This is an optimization exercise on Yosys and OpenROAD, whose aim is small area and a short achievable clock period, not a production implementation.
In this exercise RTL edits were held to simulation tests only and were not proved equivalent to the original.
No activity file was given, so power comes from the tool's default toggle rates.

## ex_stage
module ex_stage
(
  input  logic             i_clk,
  input  logic             i_reset,
  input  logic             i_valid,          
  input  ex_pkg::alu_op_e  i_alu_op,
  input  logic [2:0]       i_funct3,
  input  logic             i_funct7b,
  input  ex_pkg::word_t    i_a,
  input  ex_pkg::word_t    i_b,
  input  ex_pkg::word_t    i_imm,
  input  ex_pkg::word_t    i_pc,
  input  ex_pkg::reg_idx_t i_rd,
  input  logic             i_reg_write,
  input  logic             i_mem_read,
  input  logic             i_mem_write,
  input  logic             i_mem_to_reg,
  output logic             o_valid,
  output ex_pkg::word_t    o_result,
  output ex_pkg::word_t    o_store_data,
  output ex_pkg::byte_en_t o_byte_en,
  output ex_pkg::reg_idx_t o_rd,
  output logic             o_reg_write,
  output logic             o_mem_read,
  output logic             o_mem_write,
  output logic             o_mem_to_reg,
  output logic             o_redirect,
  output ex_pkg::word_t    o_redirect_pc
);
Size in the first run: roughly 1300 cells after synthesis, roughly 110 flip-flops, roughly 0.011 mm2 of cells after synthesis.
export LEC_CHECK = 0
export CAP_MARGIN = 20
export CORE_MARGIN = 2
export CORE_UTILIZATION = 60
export GPL_TIMING_DRIVEN = 0
export PLACE_DENSITY = 0.75
export SETUP_SLACK_MARGIN = 0.5
export SLEW_MARGIN = 20
create_clock -name core_clock -period 5.0 [get_ports {i_clk}]
standard.sh (not shown) runs the stock make flow with config.mk's settings and CLKGATE_MAP_FILE= SYNTH_SCRIPT=/design/flow/synth_recipe.tcl, a recipe that flattens the netlist after the stock synthesis.
==> flow/flow/run.sh <==
#!/bin/bash
# The standard layout, with single-drive buffers on the ports instead of
# the resizer's default pick (a delay cell)
set -euo pipefail
export BUFFER_PORTS_ARGS="-buffer_cell sky130_fd_sc_hd__buf_1"
bash standard.sh > standard.log 2>&1
==> next run, changes <==
==> flow/flow/run.sh (replaced) <==
#!/bin/bash
# The standard layout, with single-drive buffers on the ports instead of
# the resizer's default pick (a delay cell), and timing repair free to resize
# a cell to any drive strength, not only to one with the same footprint
set -euo pipefail
export BUFFER_PORTS_ARGS="-buffer_cell sky130_fd_sc_hd__buf_1"
bash standard.sh MATCH_CELL_FOOTPRINT=0 finish > standard.log 2>&1
--- a/flow/config.mk
+++ b/flow/config.mk
@@ -10,5 +10,4 @@
 export CORE_UTILIZATION = 60
-export GPL_TIMING_DRIVEN = 0
 export PLACE_DENSITY = 0.75
-export SETUP_SLACK_MARGIN = 0.5
+export SETUP_SLACK_MARGIN = 0.7
 export SLEW_MARGIN = 20
Outcome: Worst setup slack gains 0.24 ns; final cell count shrinks by 2.0%; routed wire length decreases by 3.0%; area after synthesis does not change; critical path depth came out lower by 3; total power shrinks by 3.2%; combinational power decreases by about 4%; global-route usage fell by 2.3 points; utilization went down by 1.6 points; worst hold slack is about the same.

ex_stage again, from the RTL that the note above started with.
clock: 5.0 ns
lec_check: 0
cap_margin: 20
core_margin: 2
core_utilization: 60
gpl_routability_driven: 0
place_density: 0.85
setup_slack_margin: 0.7
slew_margin: 20
==> flow/flow/run.sh <==
#!/bin/bash
# The standard layout, with single-drive buffers on the ports instead of
# the resizer's default pick (a delay cell), and timing repair free to resize
# a cell to any drive strength, not only to one with the same footprint
set -euo pipefail
export BUFFER_PORTS_ARGS="-buffer_cell sky130_fd_sc_hd__buf_1"
bash standard.sh MATCH_CELL_FOOTPRINT=0 finish > standard.log 2>&1
The baseline finished clean.
==> next run, changes <==
==> flow/flow/run.sh (replaced) <==
#!/bin/bash
# The standard layout, with single-drive buffers on the ports instead of
# the resizer's default pick (a delay cell)
set -euo pipefail
export BUFFER_PORTS_ARGS="-buffer_cell sky130_fd_sc_hd__buf_1"
bash standard.sh > standard.log 2>&1
- GPL_ROUTABILITY_DRIVEN: 0 -> default
- PLACE_DENSITY: 0.85 -> 0.75
Effect: Clock power went down by about 8%. Global-route usage increases by 1.2 points. Flip-flop and latch count does not change. Total power drops by 2.2%. Design area fell by 0.32%. Utilization came out lower by 0.23 points. Hold slack gets worse by 0.016 ns. Non-clock buffer count shrinks by 4. Wire length rose by 3.7%. Fmax hardly moves.
==> next run, changes <==
- SETUP_SLACK_MARGIN: 0.7 -> 0.6
Result: The new run ran to the end with no violations; routed wire length decreases by 2.8%; setup slack loses 0.053 ns; power decreases by 1.0%; first-iteration DRC count decreases by 14%; clock-buffer cell count increases by 1; synthesized area is unchanged.
==> next run, changes <==
- SETUP_SLACK_MARGIN: 0.6 -> 0.5
After rerunning: Via count is lower slightly. Design area drops slightly. Die area does not change.

afterwards: timing with drivers on the ports:
The flow's constraints put no driver on any port. The routed layouts listed below were extracted and timed again, unchanged, in two steps.
Step 1 (the two cells are an assumption about what drives the block):
set clk [get_ports {i_clk}]
set_driving_cell -lib_cell sky130_fd_sc_hd__clkbuf_16 $clk
set_driving_cell -lib_cell sky130_fd_sc_hd__buf_2 [delete_from_list [all_inputs] $clk]
Step 2 times the ports against the registers' clock, not the clock port: input delays grow and output delays shrink by t, the midpoint of the rising clock arrivals with the driver on.
Slacks: ideal / step 1 / step 2; pairs: ideal / step 1.
| run | t (ns) | setup WS [ns] | hold slack, ns | slew at the worst register clock pin (ns) | worst slew at a driven data input, ns |
|---|---|---|---|---|---|
| the first run of note 1 | 0.410 | 0.472 / 0.493 / 0.083 | 0.718 / 0.698 / 1.108 | 0.09 / 0.09 | 0.06 |
| the second run of note 1 | 0.404 | 0.715 / 0.738 / 0.334 | 0.719 / 0.701 / 1.105 | 0.08 / 0.08 | 0.06 |
| the first run of note 2 | 0.401 | 0.676 / 0.696 / 0.295 | 0.724 / 0.711 / 1.112 | 0.08 / 0.08 | 0.06 |
| the second run of note 2 | 0.412 | 0.679 / 0.693 / 0.281 | 0.708 / 0.688 / 1.100 | 0.08 / 0.08 | 0.06 |
| the third run of note 2 | 0.406 | 0.626 / 0.646 / 0.240 | 0.727 / 0.706 / 1.112 | 0.08 / 0.08 | 0.05 |
| the fourth run of note 2 | 0.414 | 0.649 / 0.651 / 0.237 | 0.718 / 0.699 / 1.113 | 0.09 / 0.09 | 0.06 |
After both steps setup and hold are still met in every run listed. The setup slack of the fourth run of note 2, which loses most, moves by +0.002 ns with the drivers and by -0.412 ns with both steps.
